This design comes from an exercise in tuning for small area and a short achievable clock period on the open sky130 flow, not from production work.
No functional check of the RTL was part of any run shown here.

==> flow/design.v, too long to show whole: its modules and the start of the top module <==
// module dds_gain_decimator: 758 lines
module dds_gain_decimator (
  input  logic        clock,
  input  logic        reset,
  input  logic        io_en,
  input  logic [31:0] io_in_value,
  input  logic [15:0] io_gain,
  input  logic [7:0]  io_decim,
  output logic        io_out_valid,
  output logic [31:0] io_out_bits,
  input  logic        io_out_ready,
  output logic [3:0]  io_level,
  output logic [15:0] io_overflow_cnt
);
  // ...
==> flow/run.sh <==
#!/bin/bash
# synth_recipe.tcl (not shown) runs the flow's synth.tcl, then flattens the netlist and writes it again
# the make line also repeats each setting of config.mk as NAME=value (left out here)
make -C /OpenROAD-flow-scripts/flow DESIGN_CONFIG=/design/flow/config.mk WORK_HOME=/design/flow/orfs CLKGATE_MAP_FILE= SYNTH_SCRIPT=/design/flow/synth_recipe.tcl finish
==> flow/config.mk <==
export PLATFORM = sky130hd
export DESIGN_NAME = dds_gain_decimator
export DESIGN_NICKNAME = dds_gain_decimator
export VERILOG_FILES = /design/flow/design.v
export SDC_FILE = /design/flow/constraint.sdc
export NUM_CORES = 4
export LEC_CHECK = 0
export CAP_MARGIN = 20
export CORE_MARGIN = 2
export CORE_UTILIZATION = 40
export SETUP_SLACK_MARGIN = 5.0
export SLEW_MARGIN = 20
==> flow/constraint.sdc <==
create_clock -name core_clock -period 8.0 [get_ports {clock}]
set_input_delay 1.6000 -clock core_clock [delete_from_list [all_inputs] [get_ports {clock}]]
set_output_delay 1.6000 -clock core_clock [all_outputs]
set_load 0.01 [all_outputs]
==> reports/results.txt, run 1 <==
Status: complete, no violations
Routed wire length per instance: 21.8 µm
Commonest non-fill, non-tap cell in the layout: a22oi_1
Most frequent cell after synthesis: a22oi_1
Synthesized cell area: 27,000 µm²
Actual slew at the worst max-slew pin: 920 ps
Multi-input combinational area share: 43.7%
Finished Core Util: 48.0%
Root buf cell: clkbuf_16
Fraction of registers with async set/reset: 11.2%
Area growth syn-to-layout: 19.0%
Post-synthesis mux area share: 1.37%
Critical Path Sink: h_q[17]
Max reg flops: 224
Total routed wirelength: 68,800 µm
CTS tree: yes
Final Slew Violations: 0
# clock sinks: 489
# H-tree levels: 2
Multi-input gate area: 14,000 µm²
Total negative slack: 0 ps
Reg with most FFs: mem
Dpl cell area: 28,700 µm²
Design Area, Final: 32,100 µm²
Final Hold Fails: 0
==> inputs of run 2 (changes only) <==
--- a/flow/design.v
+++ b/flow/design.v
@@ -661,54 +661,129 @@
   wire fs363 = ~pp4_32 ^ fc280 ^ hc282;
   wire fc364 = (~pp4_32 & fc280) | (~pp4_32 & hc282) | (fc280 & hc282);
   wire fs365 = pp6_29 ^ pp7_27 ^ fc284;
   wire fc366 = (pp6_29 & pp7_27) | (pp6_29 & fc284) | (pp7_27 & fc284);
   wire fs367 = pp6_30 ^ pp7_28 ^ ~pp5_32;
   wire fc368 = (pp6_30 & pp7_28) | (pp6_30 & ~pp5_32) | (pp7_28 & ~pp5_32);
   wire hs369 = 1'b1 ^ pp6_31;
   wire hc370 = 1'b1 & pp6_31;
-  wire [46:0] r0 = {~pp7_32, 1'b1, hc370, fc368, fc366, fc364, fc362, fc360, fc358, fc356, fc354, fc352, fc350, fc348, fc346, fc344, fc342, fc340, fc338, fc336, fc334, fc332, fc330, fc328, fc326, fc324, fc322, fc320, fc318, fc316, fc314, fc312, fc310, fc308, fc306, fc304, fc302, fc300, fc298, fc296, fc294, fc292, hc290, hc288, hs287, pp0_1, bn[0]};
-  wire [46:0] r1 = {1'b0, pp7_31, pp7_30, hs369, fs367, fs365, fs363, fs361, fs359, fs357, fs355, fs353, fs351, fs349, fs347, fs345, fs343, fs341, fs339, fs337, fs335, fs333, fs331, fs329, fs327, fs325, fs323, fs321, fs319, fs317, fs315, fs313, fs311, fs309, fs307, fs305, fs303, fs301, fs299, fs297, fs295, fs293, fs291, hs289, pp1_0, 1'b0, pp0_0};
-  wire [46:0] r2 = {1'b0, 1'b0, ~pp6_32, pp7_29, hc286, hs285, fs283, fc278, fs277, fs273, fc266, fs265, fs261, fs257, fs253, fs249, fs245, fs241, fs237, fs233, fs229, fs225, fs221, fs217, fs213, fs209, fs205, fs201, fs197, fs193, fs189, fs185, fs181, fs177, fs173, fs169, fs165, hs161, hs157, hs153, fs151, 1'b0, 1'b0, 1'b0, 1'b0, 1'b0, 1'b0};
+  wire hs371 = fs151 ^ fc294;
+  wire hc372 = fs151 & fc294;
+  wire fs373 = hs153 ^ fc296 ^ fs297;
+  wire fc374 = (hs153 & fc296) | (hs153 & fs297) | (fc296 & fs297);
+  wire fs375 = hs157 ^ fc298 ^ fs299;
+  wire fc376 = (hs157 & fc298) | (hs157 & fs299) | (fc298 & fs299);
+  wire fs377 = hs161 ^ fc300 ^ fs301;
+  wire fc378 = (hs161 & fc300) | (hs161 & fs301) | (fc300 & fs301);
+  wire fs379 = fc302 ^ fs303 ^ fs165;
+  wire fc380 = (fc302 & fs303) | (fc302 & fs165) | (fs303 & fs165);
+  wire fs381 = fc304 ^ fs169 ^ fs305;
+  wire fc382 = (fc304 & fs169) | (fc304 & fs305) | (fs169 & fs305);
+  wire fs383 = fs173 ^ fc306 ^ fs307;
+  wire fc384 = (fs173 & fc306) | (fs173 & fs307) | (fc306 & fs307);
+  wire fs385 = fs177 ^ fc308 ^ fs309;
+  wire fc386 = (fs177 & fc308) | (fs177 & fs309) | (fc308 & fs309);
+  wire fs387 = fs181 ^ fc310 ^ fs311;
+  wire fc388 = (fs181 & fc310) | (fs181 & fs311) | (fc310 & fs311);
+  wire fs389 = fs185 ^ fc312 ^ fs313;
+  wire fc390 = (fs185 & fc312) | (fs185 & fs313) | (fc312 & fs313);
+  wire fs391 = fs189 ^ fc314 ^ fs315;
+  wire fc392 = (fs189 & fc314) | (fs189 & fs315) | (fc314 & fs315);
+  wire fs393 = fs193 ^ fc316 ^ fs317;
+  wire fc394 = (fs193 & fc316) | (fs193 & fs317) | (fc316 & fs317);
+  wire fs395 = fs197 ^ fc318 ^ fs319;
+  wire fc396 = (fs197 & fc318) | (fs197 & fs319) | (fc318 & fs319);
+  wire fs397 = fs201 ^ fc320 ^ fs321;
+  wire fc398 = (fs201 & fc320) | (fs201 & fs321) | (fc320 & fs321);
+  wire fs399 = fs205 ^ fc322 ^ fs323;
+  wire fc400 = (fs205 & fc322) | (fs205 & fs323) | (fc322 & fs323);
+  wire fs401 = fs209 ^ fc324 ^ fs325;
+  wire fc402 = (fs209 & fc324) | (fs209 & fs325) | (fc324 & fs325);
+  wire fs403 = fs213 ^ fc326 ^ fs327;
+  wire fc404 = (fs213 & fc326) | (fs213 & fs327) | (fc326 & fs327);
+  wire fs405 = fs217 ^ fc328 ^ fs329;
+  wire fc406 = (fs217 & fc328) | (fs217 & fs329) | (fc328 & fs329);
+  wire fs407 = fs221 ^ fc330 ^ fs331;
+  wire fc408 = (fs221 & fc330) | (fs221 & fs331) | (fc330 & fs331);
+  wire fs409 = fs225 ^ fc332 ^ fs333;
+  wire fc410 = (fs225 & fc332) | (fs225 & fs333) | (fc332 & fs333);
+  wire fs411 = fs229 ^ fc334 ^ fs335;
+  wire fc412 = (fs229 & fc334) | (fs229 & fs335) | (fc334 & fs335);
+  wire fs413 = fs233 ^ fc336 ^ fs337;
+  wire fc414 = (fs233 & fc336) | (fs233 & fs337) | (fc336 & fs337);
+  wire fs415 = fs237 ^ fc338 ^ fs339;
+  wire fc416 = (fs237 & fc338) | (fs237 & fs339) | (fc338 & fs339);
+  wire fs417 = fs241 ^ fc340 ^ fs341;
+  wire fc418 = (fs241 & fc340) | (fs241 & fs341) | (fc340 & fs341);
+  wire fs419 = fs245 ^ fc342 ^ fs343;
+  wire fc420 = (fs245 & fc342) | (fs245 & fs343) | (fc342 & fs343);
+  wire fs421 = fs249 ^ fc344 ^ fs345;
+  wire fc422 = (fs249 & fc344) | (fs249 & fs345) | (fc344 & fs345);
+  wire fs423 = fs253 ^ fc346 ^ fs347;
+  wire fc424 = (fs253 & fc346) | (fs253 & fs347) | (fc346 & fs347);
+  wire fs425 = fs257 ^ fc348 ^ fs349;
+  wire fc426 = (fs257 & fc348) | (fs257 & fs349) | (fc348 & fs349);
+  wire fs427 = fs261 ^ fc350 ^ fs351;
+  wire fc428 = (fs261 & fc350) | (fs261 & fs351) | (fc350 & fs351);
+  wire fs429 = fs265 ^ fc352 ^ fs353;
+  wire fc430 = (fs265 & fc352) | (fs265 & fs353) | (fc352 & fs353);
+  wire fs431 = fc266 ^ fc354 ^ fs355;
+  wire fc432 = (fc266 & fc354) | (fc266 & fs355) | (fc354 & fs355);
+  wire fs433 = fs273 ^ fs357 ^ fc356;
+  wire fc434 = (fs273 & fs357) | (fs273 & fc356) | (fs357 & fc356);
+  wire fs435 = fs277 ^ fc358 ^ fs359;
+  wire fc436 = (fs277 & fc358) | (fs277 & fs359) | (fc358 & fs359);
+  wire fs437 = fc278 ^ fs361 ^ fc360;
+  wire fc438 = (fc278 & fs361) | (fc278 & fc360) | (fs361 & fc360);
+  wire fs439 = fs283 ^ fc362 ^ fs363;
+  wire fc440 = (fs283 & fc362) | (fs283 & fs363) | (fc362 & fs363);
+  wire fs441 = hs285 ^ fc364 ^ fs365;
+  wire fc442 = (hs285 & fc364) | (hs285 & fs365) | (fc364 & fs365);
+  wire fs443 = hc286 ^ fs367 ^ fc366;
+  wire fc444 = (hc286 & fs367) | (hc286 & fc366) | (fs367 & fc366);
+  wire fs445 = pp7_29 ^ hs369 ^ fc368;
+  wire fc446 = (pp7_29 & hs369) | (pp7_29 & fc368) | (hs369 & fc368);
+  wire fs447 = pp7_30 ^ ~pp6_32 ^ hc370;
+  wire fc448 = (pp7_30 & ~pp6_32) | (pp7_30 & hc370) | (~pp6_32 & hc370);
+  wire hs449 = 1'b1 ^ pp7_31;
+  wire hc450 = 1'b1 & pp7_31;
+  wire [46:0] r0 = {hc450, fc448, fc446, fc444, fc442, fc440, fc438, fc436, fc434, fc432, fc430, fc428, fc426, fc424, fc422, fc420, fc418, fc416, fc414, fc412, fc410, fc408, fc406, fc404, fc402, fc400, fc398, fc396, fc394, fc392, fc390, fc388, fc386, fc384, fc382, fc380, fc378, fc376, fc374, hc372, hs371, fc292, hc290, hc288, pp1_0, pp0_1, bn[0]};
+  wire [46:0] r1 = {~pp7_32, hs449, fs447, fs445, fs443, fs441, fs439, fs437, fs435, fs433, fs431, fs429, fs427, fs425, fs423, fs421, fs419, fs417, fs415, fs413, fs411, fs409, fs407, fs405, fs403, fs401, fs399, fs397, fs395, fs393, fs391, fs389, fs387, fs385, fs383, fs381, fs379, fs377, fs375, fs373, fs295, fs293, fs291, hs289, hs287, 1'b0, pp0_0};
   localparam int LOW = 6;
   logic [LOW:0] low_sum;
   assign low_sum = {1'b0, r0[LOW-1:0]} + {1'b0, r1[LOW-1:0]};
   logic [7:0] cnt, d_q;
   logic       cnt_zero, emit;
   assign cnt_zero = (cnt == 8'd0);
   assign emit = v1 && (cnt_zero ? (io_decim == 8'd0) : (cnt == d_q));
   always_ff @(posedge clock or negedge reset) begin
     if (!reset) begin
       cnt <= '0;
       d_q <= '0;
     end else if (v1) begin
       if (cnt_zero) d_q <= io_decim;
       cnt <= emit ? 8'd0 : cnt + 8'd1;
     end
   end
-  logic [46:LOW] s_q, c_q, t_q;
+  logic [46:LOW] s_q, c_q;
   logic          ci_q;
   logic        dec_valid;
   always_ff @(posedge clock) begin
     s_q  <= r0[46:LOW];
     c_q  <= r1[46:LOW];
-    t_q  <= r2[46:LOW];
     ci_q <= low_sum[LOW];
   end
   always_ff @(posedge clock or negedge reset) begin
     if (!reset) dec_valid <= 1'b0;
     else        dec_valid <= emit;
   end
   logic [46:LOW] dec_full;
   logic [31:0]   dec;
-  logic [46:LOW] fa_s, fa_c;
-  assign fa_s = s_q ^ c_q ^ t_q;
-  assign fa_c = (s_q & c_q) | (s_q & t_q) | (c_q & t_q);
-  assign dec_full = fa_s + {fa_c[45:LOW], ci_q};
+  assign dec_full = s_q + c_q + {{(46-LOW){1'b0}}, ci_q};
   assign dec = dec_full[46:15];
   logic [31:0] h_q;
   logic [31:0] mem [7];
   logic [6:0]  rd, wr;
   logic [3:0]  level;
   logic        empty, le1, full;
   logic [31:0] m_rd;
   assign m_rd = (mem[0] & {32{rd[0]}}) | (mem[1] & {32{rd[1]}}) |
==> run 2 against run 1 <==
Net effect:
- still clean
- first-iteration DRC count increased by 41%
- worst setup slack improved by 200 ps
- final area increased by 3.0%
- final cell count increased by 3.9%
- register-to-register slack improved by 200 ps
- clock skew decreased by 5.0 ps
- via count increased by 6.2%
- sequential cell count decreased by 37
- area after synthesis decreased by 0.57%
- critical endpoint is now c_q[24]
==> reports/results.txt, run 2 <==
Status: complete, no violations (unchanged)
Main combinational cell family by area after synthesis: adder cells (unchanged)
Top cell type's share of synthesized area: 28.7% (was 28.5%)
Cell taking the most area after synthesis: edfxtp_1 (unchanged)
Simple-gate share of the synthesized area: 4.00% (was 3.78%)
Synth unique cells: 73 (was 76)
Max Cap Viol: 0 (unchanged)
Post-synthesis compound-gate area fraction: 14.8% (was 14.0%)
Buf/Inv on CP: 4 (unchanged)
Main synth FF type: edfxtp_1 (unchanged)
Routed wire length per instance: 22.9 µm (was 21.8 µm)
Worst skew pair latency: 620 ps (was 630 ps)
Hold depth: 1 (unchanged)
Core area: 66,100 µm² (was 66,900 µm²)
# IOs: 113 (unchanged)
# clock sinks: 452 (was 489)
Detail Route Antenna Nets: 0 (unchanged)
Initial antenna violation count: 1 (was 0)
Worst r2r src: bo[0] (was t_q[2])
First-pass DRT Iterations: 6 (unchanged)
Number of global-route vias before repair: 19,500 (was 18,900)
Hold buffers post-CTS: 0 (unchanged)
Share of cells above drive strength 1: 23.9% (was 17.2%)
Dpl cell area: 28,500 µm² (was 28,700 µm²)
Total routed wirelength: 75,400 µm (was 68,800 µm)
Crit path depth: 10 (was 15)
Post-DR vias/cell: 5.69 (was 5.56)
CP arrival: 3590 ps (was 3710 ps)
Routed vias: 18,700 (was 17,600)
HPWL after DPL: 42,000 µm (was 42,200 µm)
Synthesized cell area: 26,800 µm² (was 27,000 µm²)
TritonCTS buffer count: 48 (was 50)
Remaining Overflow, GRT: 0 (unchanged)
Launching element type of the critical path: flip-flop (unchanged)
Final Slew Violations: 0 (unchanged)
Finished Core Util: 50.0% (was 48.0%)
Worst-path cell with the longest stage delay: fa_1 (unchanged)
Most frequent cell after synthesis: a22oi_1 (unchanged)
Root buf cell: clkbuf_16 (unchanged)
Syn_area_per_cell: 11.8 µm² (was 12.5 µm²)
Die W: 263 µm (was 264 µm)
Commonest non-fill, non-tap cell in the layout: edfxtp_1 (was a22oi_1)
DR iter-0 viols: 1,915 (was 1,358)
Design Area, Final: 33,100 µm² (was 32,100 µm²)
Actual slew at the worst max-slew pin: 890 ps (was 920 ps)
Syn nets: 2,622 (was 2,514)
RSZ-0062 raised after global routing: yes (unchanged)
Max Fclk: 0.320 GHz (was 0.301 GHz)
Reg with most FFs: mem (unchanged)
Initial Util: 40.6% (was 40.3%)
Setup crit end kind: flip-flop (unchanged)
Area growth syn-to-layout: 23.3% (was 19.0%)
Gr usage total: 21.2% (was 19.6%)
Worst-path clk slew: 60 ps (about the same)
CP max FO: 8 (unchanged)
First-pass GRT wire length: 114,000 µm (was 108,000 µm)
Xor and xnor area share after synthesis: 10.7% (was 10.6%)
Final min period: 3130 ps (was 3330 ps)
Max-slew headroom: 40.2% (was 38.7%)
IO Port Bufs: 112 (unchanged)
Total negative slack: 0 ps (unchanged)
Crit-path cells: buf_12, a22oi_2, xor2_1, fa_1, inv_1, fa_1, inv_1, fa_1, inv_1, fa_1 (was inv_2, fa_1, inv_2, ha_4, nand4_1, a21oi_4, buf_4, o21ai_2, a21oi_2, o21ai_2, a21oi_2, a211oi_2, xnor2_2, buf_4, o21a_1)
Fraction of registers with async set/reset: 12.2% (was 11.2%)
Antenna Cells: 0 (unchanged)
Post-layout nets: 2,733 (was 2,599)
Ys Warns: 2 (unchanged)
Site Rows: 94 (was 95)
Final Hold Fails: 0 (unchanged)
Crit share post-route: 39.1% (was 41.6%)
Skew final: 20.9 ps (was 25.8 ps)
Worst hold slack: 493 ps (was 508 ps)
Post-synthesis mux area share: 1.30% (was 1.37%)
Synth top area cells: edfxtp_1 (29%), fa_1 (14%), dfxtp_1 (11%) (was edfxtp_1 (29%), fa_1 (14%), dfxtp_1 (13%))
CTS Buffer Depth: 3 (unchanged)
Max stage delay on crit path: 540 ps (was 550 ps)
Die Ht: 263 µm (was 264 µm)
Number of enable flip-flop cells after synthesis: 256 (unchanged)
CTS tree: yes (unchanged)
Synthesized instance count: 2,272 (was 2,165)
HP Class: flip-flop to flip-flop (unchanged)
Largest net degree at the start of global routing: 56 (was 65)
Critical hold path startpoint: io_overflow_cnt[5] (was io_overflow_cnt[8])
Die area: 69,100 µm² (was 69,500 µm²)
Top Family by Delay on Critical Path: adder cells (was compound AO/OA/AOI/OAI gates)
RePlAce Congestion: 0.836 (was 0.837)
Crit path launch: bo[0] (was t_q[2])
# H-tree levels: 2 (unchanged)
Top Registers: mem (224), c_q (41), s_q (41) (was mem (224), c_q (40), s_q (40))
Synthesized flop and latch total: 452 (was 489)
WS Path Type: flip-flop to flip-flop (unchanged)
Worst endpoint required time: 8460 ps (was 8380 ps)
Reg2reg path depth: 10 (was 15)
# DRC: 0 (unchanged)
Post-synthesis sequential area ratio: 44.3% (was 46.8%)
Crit path top cell by count: fa_1
Commonest cells in the synthesized netlist: a22oi_1 (269), edfxtp_1 (256), inv_1 (233) (was a22oi_1 (265), edfxtp_1 (256), xnor2_1 (226))
Max reg flops: 224 (unchanged)
Most frequent cells in the layout: edfxtp_1 (256), inv_1 (202), xnor2_1 (186) (was a22oi_1 (265), edfxtp_1 (256), xnor2_1 (205))
Post-Synth Adder-Cell Area: 18.7% (was 18.6%)
Setup violators final: 0 (unchanged)
[run 2: timing repair]
item | in CTS | in global routing
setup endpoints to repair | 373 | 111
buffers inserted | 56 | 45
resized for setup | 277 | 192
gates cloned | 16 | 8
pin swaps | 43 | 102
[run 2: worst paths after layout]
kind | to | slack (ps)
min in group asynchronous | io_overflow_cnt[13] | 1140
worst max-delay path | c_q[24] | 4870
worst min register to register | io_overflow_cnt[5] | 490
worst max register to register | c_q[24] | 4870
worst min-delay path | io_overflow_cnt[5] | 490
max in group asynchronous | rd[1] | 6370
[run 2: kinds of logic (layout without fill, tap and decap cells)]
family | count (synthesis) | after routing
compound gates | 528 | 528
xor+xnor | 324 | 324
fa+ha+maj | 290 | 290
buf+inv | 432 | 581
flops | 452 | 452
mux | 31 | 31
simple gates | 215 | 216
[run 2: per-layer routing]
| metal | vias to the layer above | global-route usage [%] | wire length (µm) | part of all wire [%] |
|---|---|---|---|---|
| met5 | - | 0 | 14 | 0.019 |
| met4 | 2 | 10.2 | 3780 | 5.0 |
| met3 | 246 | 3.32 | 6050 | 8.0 |
| met2 | 972 | 34.4 | 34500 | 46 |
| met1 | 9244 | 27.7 | 31000 | 41 |
| li1 | 8219 | - | - | - |
[run 2: area by class of cell]
class                   instances  area (µm²)
fillers                      5681       33000
well taps                     864        1080
multi-input cells            1389       14300
repair buffers                257        3090
clock buffers                  59        1260
clock inverters                30         365
inverters                     235         887
flip-flops and latches        452       12100
[run 2: per-stage QoR]
step           cells  worst slack [ps]
2_1_floorplan   2272              4940
3_3_place_gp    3072              4110
3_5_place_dp    3072              4040
4_1_cts         3233              4920
5_1_grt         3286              4830
6_report        3286              4870
[run 2: worst reg2reg max path: stages, from the launching register on]
cell,delay [ps]
dfxtp_4,450
buf_12,180
a22oi_2,70
xor2_1,170
fa_1,540
inv_1,70
fa_1,440
inv_1,90
fa_1,420
inv_1,100
fa_1,450

-- re-timing with driven ports --
Ports are ideal in the flow. The routed layouts listed here were re-timed in OpenROAD. Step 1: set_driving_cell puts a clkbuf_16 on clock and a buf_2 on each other input, an assumption about the parent block. Step 2 also shifts input and output timing later by t, the mid clock arrival at the registers, as if the neighbouring blocks saw the same clock. a / b / c = ideal ports / drivers / drivers and shift; a / b = the first two.
| run | t (ns) | setup WS [ns] | worst slew at a driven data input, ns |
|---|---|---|---|
| run 1 | 0.671 | 4.674 / 4.674 / 4.313 | 0.04 |
| run 2 | 0.667 | 4.872 / 4.872 / 4.753 | 0.06 |
After both steps every run listed still meets setup and hold. For run 1, which loses most, drivers alone change the setup slack by 0.000 ns; drivers and shift together by -0.361 ns.
